This is an optimization exercise on Yosys and OpenROAD, whose aim is small area, a short achievable clock period and few clock cycles per item, not a production implementation. At most, simulation tests tie the RTL to the original design; equivalence was not proved. Power figures rest on the tool's default switching activity, not on a simulated workload.

// thread_id_deque_with_keyed_removal
module thread_id_deque_with_keyed_removal (
    input  wire logic        clk,
    input  wire logic        rst_n,
    input  wire logic        cmd_valid,
    output logic             cmd_ready,
    input  wire logic [2:0]  cmd,
    input  wire logic [15:0] thread_id,
    output logic             rsp_valid,
    input  wire logic        rsp_ready,
    output logic      [1:0]  status,
    output logic      [15:0] result_id,
    output logic      [3:0]  position,
    output logic      [4:0]  entry_count
);
Size in the first run: roughly 2200 cells after synthesis, ~340 flip-flops, roughly 52 I/O pins, about 19000 um^2 of cells after synthesis.
==> flow/config.mk <==
export PLATFORM = sky130hd
export DESIGN_NAME = thread_id_deque_with_keyed_removal
export DESIGN_NICKNAME = thread_id_deque_with_keyed_removal
export VERILOG_FILES = /design/flow/design.v
export SDC_FILE = /design/flow/constraint.sdc
export NUM_CORES = 4
export LEC_CHECK = 0
export CAP_MARGIN = 20
export CORE_MARGIN = 2
export CORE_UTILIZATION = 45
export CTS_CLUSTER_DIAMETER = 70
export CTS_CLUSTER_SIZE = 25
export SETUP_SLACK_MARGIN = 2.6
export SLEW_MARGIN = 20
export TNS_END_PERCENT = 20
==> flow/constraint.sdc <==
create_clock -name core_clock -period 5.0 [get_ports {clk}]
set_input_delay 1.0000 -clock core_clock [delete_from_list [all_inputs] [get_ports {clk}]]
set_output_delay 1.0000 -clock core_clock [all_outputs]
set_load 0.01 [all_outputs]
standard.sh (not shown) runs the stock make flow with config.mk's settings and CLKGATE_MAP_FILE= SYNTH_SCRIPT=/design/flow/synth_recipe.tcl, a recipe that flattens the netlist after the stock synthesis.
==> flow/flow/run.sh <==
#!/bin/bash
set -euo pipefail
export BUFFER_PORTS_ARGS="-buffer_cell sky130_fd_sc_hd__buf_4"
export REMOVE_ABC_BUFFERS=1
bash standard.sh > standard.log 2>&1
The baseline completed with no timing, DRC or antenna violations.
Testbench counts at the start, summed over its fixed seeds: cycles 4,816, items 4,800.
Next try:
--- a/flow/config.mk
+++ b/flow/config.mk
@@ -12,3 +12,3 @@
 export CTS_CLUSTER_SIZE = 25
-export SETUP_SLACK_MARGIN = 2.6
+export SETUP_SLACK_MARGIN = 2.4
 export SLEW_MARGIN = 20
Non-clock buffer count drops by 15.
Hold slack improved by 0.0049 ns.
Count of clock-buffer cells in the layout does not change.
Sequential share of layout area climbs by 0.98 points.
Register-to-register slack got worse by 0.31 ns.
Cell area drops by 2.9%.
Power drops by 1.0%.
Global-route usage drops by 0.74 points.
Wire length drops by 1.5%.
Critical path depth climbs by 3.
Next try:
--- a/flow/config.mk
+++ b/flow/config.mk
@@ -9,6 +9,6 @@
 export CORE_MARGIN = 2
-export CORE_UTILIZATION = 45
+export CORE_UTILIZATION = 50
 export CTS_CLUSTER_DIAMETER = 70
 export CTS_CLUSTER_SIZE = 25
-export SETUP_SLACK_MARGIN = 2.4
+export SETUP_SLACK_MARGIN = 2.6
 export SLEW_MARGIN = 20
=>
- The new run passed the timing, DRC and antenna checks
- hold slack is better by 0.0060 ns
- setup slack is better by 0.27 ns
- non-clock buffer count came out higher by 12
- count of clock-buffer cells in the layout came out lower by 2
- register-to-register slack is better by 0.27 ns
- power came out higher slightly
- via count came out higher slightly
- core utilization came out higher by 6.7 points

========
main:
Another version of the RTL of thread_id_deque_with_keyed_removal (not shown whole).
Size in the first run: roughly 2,000 cells after synthesis, roughly 370 flip-flops, roughly 52 I/O pins.
clock: 5.0 ns
lec_check: 0
abc_clock_period_in_ps: 2000
cap_margin: 20
core_margin: 2
core_utilization: 60
setup_slack_margin: 2.8
slew_margin: 20
run.sh (not shown) runs the stock make flow with config.mk's settings and CLKGATE_MAP_FILE= SYNTH_SCRIPT=/design/flow/synth_recipe.tcl, a recipe that flattens the netlist after the stock synthesis.
Stock flow here: none of the scripts above is used.
main | ERROR | global routing (5_1_grt)
Setup changes, main to the feature branch
Settings: SETUP_SLACK_MARGIN: 2.8 -> 2.5; CORE_UTILIZATION: 60 -> 40; ABC_CLOCK_PERIOD_IN_PS: 2000 -> unset.
[summary]
The final layout from the feature branch, which completed every stage, passed the timing, DRC and antenna checks at the end of the flow. Area of the mapped netlist came out exactly the same in main and the feature branch. Against main as the reference, the feature branch delivers a lower number of gates resized after cts. Taking main as the reference, in the feature branch number of instances in the placed design now sits higher; estimated wirelength of the detail-placed design has increased; site row count shows an increase of 15; adder-cell area share of the yosys netlist has remained practically unchanged. Summary of the feature branch over main: number of instances in the synthesized netlist flat; hold-fix buffer count after cts was more or less identical; horizontal extent of the die rose 43 um; vertical die dimension grew by 22%.
No functional check of the RTL was part of any run of this note.

========
== v58 ==
thread_id_deque_with_keyed_removal, a different RTL version from the one above (not shown whole).
For scale: roughly 340 flip-flops, ~52 I/O pins, ~21,000 µm² of cells after synthesis.
==> flow/config.mk <==
export PLATFORM = sky130hd
export DESIGN_NAME = thread_id_deque_with_keyed_removal
export DESIGN_NICKNAME = thread_id_deque_with_keyed_removal
export VERILOG_FILES = /design/flow/design.v
export SDC_FILE = /design/flow/constraint.sdc
export NUM_CORES = 4
export LEC_CHECK = 0
export CAP_MARGIN = 20
export CORE_MARGIN = 2
export CORE_UTILIZATION = 45
export SETUP_SLACK_MARGIN = 2.8
export SLEW_MARGIN = 20
export TNS_END_PERCENT = 20
==> flow/constraint.sdc <==
create_clock -name core_clock -period 5.0 [get_ports {clk}]
set_input_delay 1.0000 -clock core_clock [delete_from_list [all_inputs] [get_ports {clk}]]
set_output_delay 1.0000 -clock core_clock [all_outputs]
set_load 0.01 [all_outputs]
standard.sh (not shown) runs the stock make flow with config.mk's settings and CLKGATE_MAP_FILE= SYNTH_SCRIPT=/design/flow/synth_recipe.tcl, a recipe that flattens the netlist after the stock synthesis.
Scripts as last shown in full above: flow/flow/run.sh
v58 has completed all stages; timing, DRC and antenna checks passed.
Testbench counts of v58, summed over its fixed seeds: cycles 4,816, items 4,800.
Inputs modified between v58 and v14:
Settings: setting CTS_CLUSTER_DIAMETER to 70 for the first time; setting CTS_CLUSTER_SIZE to 25 for the first time.
--- outcome ---
- Comparing total power for v58 and v14, the bigger number came from v58.
- For v58, the kind of critical path was register to register, unlike v14, where it was input pin to register.
- v58 has a higher sum of buffers and inverters on the critical path than v14.
- ~same minimum clock period after layout in v58 and v14
- Of v58 and v14, v14 shows the higher sequential fraction of total cell area, with v58 below it.
- Diff v58 -> v14: design area decreased by 320 µm² relative to the old numbers, relative contribution of combinational cells to total power went up, final cell count fell 33.
> inputs changed (v14 -> v45)
Settings: CTS_CLUSTER_DIAMETER removed (was 70); CTS_CLUSTER_SIZE removed (was 25).
==> flow/run.sh (new file) <==
#!/bin/bash
# synth_recipe.tcl (not shown) runs the flow's synth.tcl, then flattens the netlist and writes it again
# the make line also repeats each setting of config.mk as NAME=value (left out here)
make -C /OpenROAD-flow-scripts/flow DESIGN_CONFIG=/design/flow/config.mk WORK_HOME=/design/flow/orfs CLKGATE_MAP_FILE= SYNTH_SCRIPT=/design/flow/synth_recipe.tcl finish
removed: flow/flow/run.sh
removed: flow/standard.sh
v45 reached the end of the flow, and the finished layout is clean on the timing, DRC and antenna checks.
Sequential power: v14 vs v45 — no meaningful difference
v45 falls short of v14 in headroom to the max-slew limit.
Between v45 and v14, the net count of the finished layout is lower for v14.
From v14 to v45 the numbers moved as follows: detailed-route wire length on metal 1 rose by about 9%; number of non-clock buffers in the layout has increased; total global routing track utilization up 5.6 points; sequential cell count stayed essentially flat.
### v45 -> v35
==> flow/flow/run.sh (new file) <==
#!/bin/bash
# The standard layout (the standard.sh, unchanged synthesis and steps),
# with the port buffers that ORFS's buffer_ports inserts made plain buf_4
# cells instead of its default choice of a delay buffer.
set -euo pipefail
export BUFFER_PORTS_ARGS="-buffer_cell sky130_fd_sc_hd__buf_4"
bash standard.sh > standard.log 2>&1
==> flow/standard.sh (new file) <==
#!/bin/bash
# synth_recipe.tcl (not shown) runs the flow's synth.tcl, then flattens the netlist and writes it again
# the make line also repeats each setting of config.mk as NAME=value (left out here)
make -C /OpenROAD-flow-scripts/flow DESIGN_CONFIG=/design/flow/config.mk WORK_HOME=/design/flow/orfs CLKGATE_MAP_FILE= SYNTH_SCRIPT=/design/flow/synth_recipe.tcl "${@:-finish}"
removed: flow/run.sh
==> comparison <==
- Critical-path cell with the highest stage delay = sky130_fd_sc_hd__a221o_2: v45; critical-path cell with the highest stage delay = sky130_fd_sc_hd__dfrtp_1: v35
- From v45 to v35, number of ordinary inverters in the final layout did not move at all.
- First-pass GRT wire length (v35 vs. v45) decreases by a few percent
- Per the comparison of v35 with v45, post-layout instance area saw a decrease, data arrival time of the worst path saw an increase, clock network fraction of design power saw a decrease, wire length saw a decrease.
- A worst min-delay path class of input pin to async pin is what v35 shows, while register to register belongs to v45.
- Changes observed in v35 relative to v45: multi-input logic cell count held steady, fmax shrank by 9.0 MHz, final design utilization shrank by 2.0 points.
- Cmp v35 vs v45: final critical-path share of the clock period higher in v35
- | overall power of the completed layout | lower: v35 |

========
== run F ==
The RTL this note starts from:
==> flow/design.v <==
`default_nettype none
package tidq_pkg;
    localparam int DEPTH_DEF    = 16;
    localparam int ID_WIDTH_DEF = 16;
    localparam int CMD_W  = 3;
    localparam int STAT_W = 2;
    localparam int POS_W  = 4;
    localparam logic [CMD_W-1:0] CMD_PUSH_FRONT = 3'd0;
    localparam logic [CMD_W-1:0] CMD_PUSH_BACK  = 3'd1;
    localparam logic [CMD_W-1:0] CMD_POP_FRONT  = 3'd2;
    localparam logic [CMD_W-1:0] CMD_POP_BACK   = 3'd3;
    localparam logic [CMD_W-1:0] CMD_REMOVE     = 3'd4;
    localparam logic [CMD_W-1:0] CMD_FIND       = 3'd5;
    localparam logic [STAT_W-1:0] ST_OK    = 2'd0;
    localparam logic [STAT_W-1:0] ST_EMPTY = 2'd1;
    localparam logic [STAT_W-1:0] ST_FULL  = 2'd2;
    typedef enum logic [1:0] {
        S_IDLE,
        S_EXEC,
        S_SCAN,
        S_RESP
    } state_t;
    typedef enum logic [1:0] {
        CELL_HOLD,
        CELL_SHIFT_LEFT,
        CELL_SHIFT_RIGHT,
        CELL_WRITE
    } cell_op_t;
    typedef struct packed {
        cell_op_t op;
        logic     wr;
    } cell_ctl_t;
endpackage
`default_nettype wire
`default_nettype none
module thread_id_deque_with_keyed_removal (
    input  wire logic        clk,
    input  wire logic        rst_n,
    input  wire logic        cmd_valid,
    output logic             cmd_ready,
    input  wire logic [2:0]  cmd,
    input  wire logic [15:0] thread_id,
    output logic             rsp_valid,
    input  wire logic        rsp_ready,
    output logic      [1:0]  status,
    output logic      [15:0] result_id,
    output logic      [3:0]  position,
    output logic      [4:0]  entry_count
);
    localparam int N = 16;
    localparam int W = 16;
    logic          x_v;
    logic [2:0]    x_cmd;
    logic [W-1:0]  x_key;
    logic [N-1:0]  e;           
    logic          f_pf, f_pfnf, f_pb, f_of, f_ob, f_rm, f_fd;
    logic [W-1:0]  st [N];
    logic [4:0]    count;
    logic [N-1:0]  vld;
    logic          o_v;
    logic [21:0]   o_word;
    logic          ofree, fire, accept;
    logic          x_v_n;
    logic          g_pf, g_pfnf, g_pb, g_of, g_ob, g_rm, g_fd;
    logic [2:0]    cmd_n;
    logic [N-1:0]  pb_oh, tail_oh;
    logic [N-1:0]  lm;
    logic [N-1:0]  sl, sr, sk, sh;
    logic [N-1:0]  eq_raw, e_next;
    logic          eq_w;
    logic          full, empty, found, inc, dec;
    logic [W-1:0]  tail_val;
    logic [3:0]    pos;
    logic [N-1:0]  vld_next;
    logic [4:0]    cnt_next;
    logic [1:0]    x_stat;
    logic [W-1:0]  x_id;
    logic [3:0]    x_pos;
    logic [21:0]   x_word;
    assign ofree     = !o_v || rsp_ready;
    assign fire      = x_v && ofree;
    assign cmd_ready = !x_v || ofree;
    assign accept    = cmd_valid && cmd_ready;
    assign g_pf   = f_pf && ofree;
    assign g_pfnf = f_pfnf && ofree;
    assign g_pb   = f_pb && ofree;
    assign g_of   = f_of && ofree;
    assign g_ob   = f_ob && ofree;
    assign g_rm   = f_rm && ofree;
    assign g_fd   = f_fd && ofree;
    assign full  = vld[N-1];
    assign empty = !vld[0];
    always_comb
    begin
        for (int i = 0; i < N; i++)
        begin
            pb_oh[i]   = (i == 0) ? !vld[0] : (vld[(i + N - 1) % N] && !vld[i]);
            tail_oh[i] = (i == N - 1) ? vld[i] : (vld[i] && !vld[(i + 1) % N]);
        end
        for (int i = 0; i < N; i++)
            lm[i] = |(e & N'((32'd2 << i) - 32'd1));
    end
    assign found = lm[N-1];
    assign pos[3] = !lm[7];
    assign pos[2] = (!lm[3] && lm[7]) || !lm[11];
    assign pos[1] = (!lm[1] && lm[3]) || (!lm[5] && lm[7]) || (!lm[9] && lm[11]) || !lm[13];
    assign pos[0] = (!lm[0] && lm[1]) || (!lm[2] && lm[3]) || (!lm[4] && lm[5]) || (!lm[6] && lm[7])
                 || (!lm[8] && lm[9]) || (!lm[10] && lm[11]) || (!lm[12] && lm[13]) || !lm[14];
    always_comb
    begin
        tail_val = '0;
        for (int i = 0; i < N; i++)
            tail_val = tail_val | ({W{tail_oh[i]}} & st[i]);
    end
    always_comb
    begin
        for (int i = 0; i < N; i++)
        begin
            sl[i] = g_of || (g_rm && lm[i]);
            sr[i] = g_pfnf && (i != 0);
            sk[i] = (g_pfnf && (i == 0)) || (g_pb && pb_oh[i]);
            sh[i] = !(sl[i] || sr[i] || sk[i]);
        end
    end
    for (genvar i = 0; i < N; i++)
    begin : g_eq
        assign eq_raw[i] = st[i] == thread_id;
    end
    assign eq_w = x_key == thread_id;
    always_comb
    begin
        for (int i = 0; i < N; i++)
        begin
            logic k0, kl, kr;
            k0 = sh[i] && vld[i] && !(g_ob && tail_oh[i]);
            kr = sr[i] && vld[(i + N - 1) % N];
            kl = sl[i] && (i != N - 1) && vld[(i + 1) % N];
            e_next[i] = (sk[i] && eq_w)
                     || (kr && eq_raw[(i + N - 1) % N])
                     || (kl && eq_raw[(i + 1) % N])
                     || (k0 && eq_raw[i]);
        end
    end
    assign inc = g_pfnf || (g_pb && !full);
    assign dec = ((g_of || g_ob) && !empty) || (g_rm && found);
    always_comb
    begin
        logic [4:0] cnt_up, cnt_dn;
        cnt_up = count + 5'd1;
        cnt_dn = count - 5'd1;
        for (int i = 0; i < N; i++)
        begin
            if (inc)
                vld_next[i] = (i == 0) ? 1'b1 : vld[(i + N - 1) % N];
            else if (dec)
                vld_next[i] = (i == N - 1) ? 1'b0 : vld[(i + 1) % N];
            else
                vld_next[i] = vld[i];
        end
        cnt_next = inc ? cnt_up : dec ? cnt_dn : count;
    end
    always_comb
    begin
        x_stat[1] = (g_pf || g_pb) && full;
        x_stat[0] = ((g_of || g_ob) && empty) || ((g_rm || g_fd) && !found);
        x_id      = ({W{g_of && !empty}} & st[0])
                  | ({W{g_ob && !empty}} & tail_val)
                  | ({W{(g_rm || g_fd) && found}} & x_key);
        x_pos     = {4{(g_rm || g_fd) && found}} & pos;
        x_word    = {x_stat, x_id, x_pos};
    end
    for (genvar i = 0; i < N; i++)
    begin : g_slot
        logic [W-1:0] r_in, l_in, k_in;
        if (i == N - 1)
        begin : g_last
            assign r_in = '0;
        end
        else
        begin : g_mid_r
            assign r_in = st[i+1];
        end
        if (i == 0)
        begin : g_first
            assign l_in = '0;
        end
        else
        begin : g_mid_l
            assign l_in = st[i-1];
        end
        assign k_in = x_key;
        always_ff @(posedge clk)
        begin
            st[i] <= ({W{sh[i]}} & st[i]) | ({W{sl[i]}} & r_in) | ({W{sr[i]}} & l_in) | ({W{sk[i]}} & k_in);
        end
    end
    always_comb
    begin
        x_v_n = accept || (x_v && !fire);
        cmd_n = accept ? cmd : x_cmd;
    end
    always_ff @(posedge clk or negedge rst_n)
    begin
        if (!rst_n)
        begin
            x_v     <= 1'b0;
            o_v     <= 1'b0;
            count   <= '0;
            vld     <= '0;
            f_pf    <= 1'b0;
            f_pfnf  <= 1'b0;
            f_pb    <= 1'b0;
            f_of    <= 1'b0;
            f_ob    <= 1'b0;
            f_rm    <= 1'b0;
            f_fd    <= 1'b0;
        end
        else
        begin
            x_v     <= x_v_n;
            o_v     <= fire || (o_v && !rsp_ready);
            if (fire)
            begin
                count <= cnt_next;
                vld   <= vld_next;
            end
            f_pf    <= x_v_n && (cmd_n == 3'd0);
            f_pfnf  <= x_v_n && (cmd_n == 3'd0) && !(fire ? vld_next[N-1] : vld[N-1]);
            f_pb    <= x_v_n && (cmd_n == 3'd1);
            f_of    <= x_v_n && (cmd_n == 3'd2);
            f_ob    <= x_v_n && (cmd_n == 3'd3);
            f_rm    <= x_v_n && (cmd_n == 3'd4);
            f_fd    <= x_v_n && (cmd_n == 3'd5);
        end
    end
    always_ff @(posedge clk)
    begin
        if (accept)
        begin
            x_cmd <= cmd;
            x_key <= thread_id;
            e     <= e_next;
        end
        if (fire)
            o_word <= x_word;
    end
    assign rsp_valid   = o_v;
    assign status      = o_word[21:20];
    assign result_id   = o_word[19:4];
    assign position    = o_word[3:0];
    assign entry_count = count;
endmodule
`default_nettype wire
Settings: LEC_CHECK=0, CAP_MARGIN=20, CORE_MARGIN=2, CORE_UTILIZATION=45, CTS_CLUSTER_DIAMETER=70, CTS_CLUSTER_SIZE=25, SETUP_SLACK_MARGIN=2.6, SLEW_MARGIN=20, TNS_END_PERCENT=10; clock period 5.0 ns.
==> flow/flow/run.sh <==
#!/bin/bash
set -euo pipefail
export BUFFER_PORTS_ARGS="-buffer_cell sky130_fd_sc_hd__buf_4"
export REMOVE_ABC_BUFFERS=1
bash standard.sh > standard.log 2>&1
Testbench counts of run F, summed over its fixed seeds: cycles 4,816, items 4,800.
The following lists how run P was set up differently from run F:
==> flow/run.sh (new file) <==
#!/bin/bash
# synth_recipe.tcl (not shown) runs the flow's synth.tcl, then flattens the netlist and writes it again
# the make line also repeats each setting of config.mk as NAME=value (left out here)
make -C /OpenROAD-flow-scripts/flow DESIGN_CONFIG=/design/flow/config.mk WORK_HOME=/design/flow/orfs CLKGATE_MAP_FILE= SYNTH_SCRIPT=/design/flow/synth_recipe.tcl finish
--- a/flow/config.mk
+++ b/flow/config.mk
@@ -14,2 +14,2 @@
 export SLEW_MARGIN = 20
-export TNS_END_PERCENT = 10
+export TNS_END_PERCENT = 20
removed: flow/flow/run.sh
removed: flow/standard.sh
Notes after the runs:
- Across both runs, critical path depth was lower for run P than for run F.
- Pin slew with the least headroom to its limit (higher): run F
- For the relative contribution of the clock network to total power, run P came in 0.9 points higher than run F did.
- Against run F as the reference, run P delivers a higher combinational group share of total power.

## what the ideal ports hide
Ports are ideal in the flow. The routed layouts listed here were re-timed in OpenROAD. Step 1 (the two cells are an assumption about what drives the block):
set clk [get_ports {clk}]
set_driving_cell -lib_cell sky130_fd_sc_hd__clkbuf_16 $clk
set_driving_cell -lib_cell sky130_fd_sc_hd__buf_2 [delete_from_list [all_inputs] $clk]
Step 2, shift: input delay + t, output delay - t, t = (earliest + latest rising clock arrival at the registers) / 2. This alone moves slack from input paths to output paths. Three values: no drivers, after step 1, after step 2; two values: the first two.
run | t (ns) | setup slack, ns | hold WS [ns] | worst data-port slew with drivers (ns)
the first run of note 1 | 0.660 | 2.442 / 2.431 / 1.836 | 0.303 / 0.272 / 0.468 | 0.05
the second run of note 1 | 0.661 | 2.130 / 2.130 / 1.519 | 0.308 / 0.273 / 0.469 | 0.04
the third run of note 1 | 0.643 | 2.402 / 2.402 / 1.787 | 0.314 / 0.283 / 0.485 | 0.08
the feature branch | 0.657 | 2.168 / 2.168 / 2.046 | 0.509 / 0.509 / 0.509 | 0.06
v58 | 0.623 | 2.448 / 2.448 / 1.884 | 0.357 / 0.320 / 0.478 | 0.05
v14 | 0.653 | 2.451 / 2.462 / 1.822 | 0.326 / 0.289 / 0.480 | 0.04
v45 | 0.626 | 2.492 / 2.492 / 1.943 | 0.458 / 0.458 / 0.458 | 0.07
v35 | 0.631 | 2.434 / 2.434 / 1.898 | 0.350 / 0.319 / 0.461 | 0.07
run F | 0.661 | 2.351 / 2.351 / 1.822 | 0.308 / 0.275 / 0.468 | 0.05
run P | 0.667 | 2.363 / 2.363 / 1.900 | 0.483 / 0.483 / 0.483 | 0.06
After both steps setup and hold are still met in every run listed. The setup slack of v14, which loses most, moves by +0.011 ns with the drivers and by -0.629 ns with both steps.
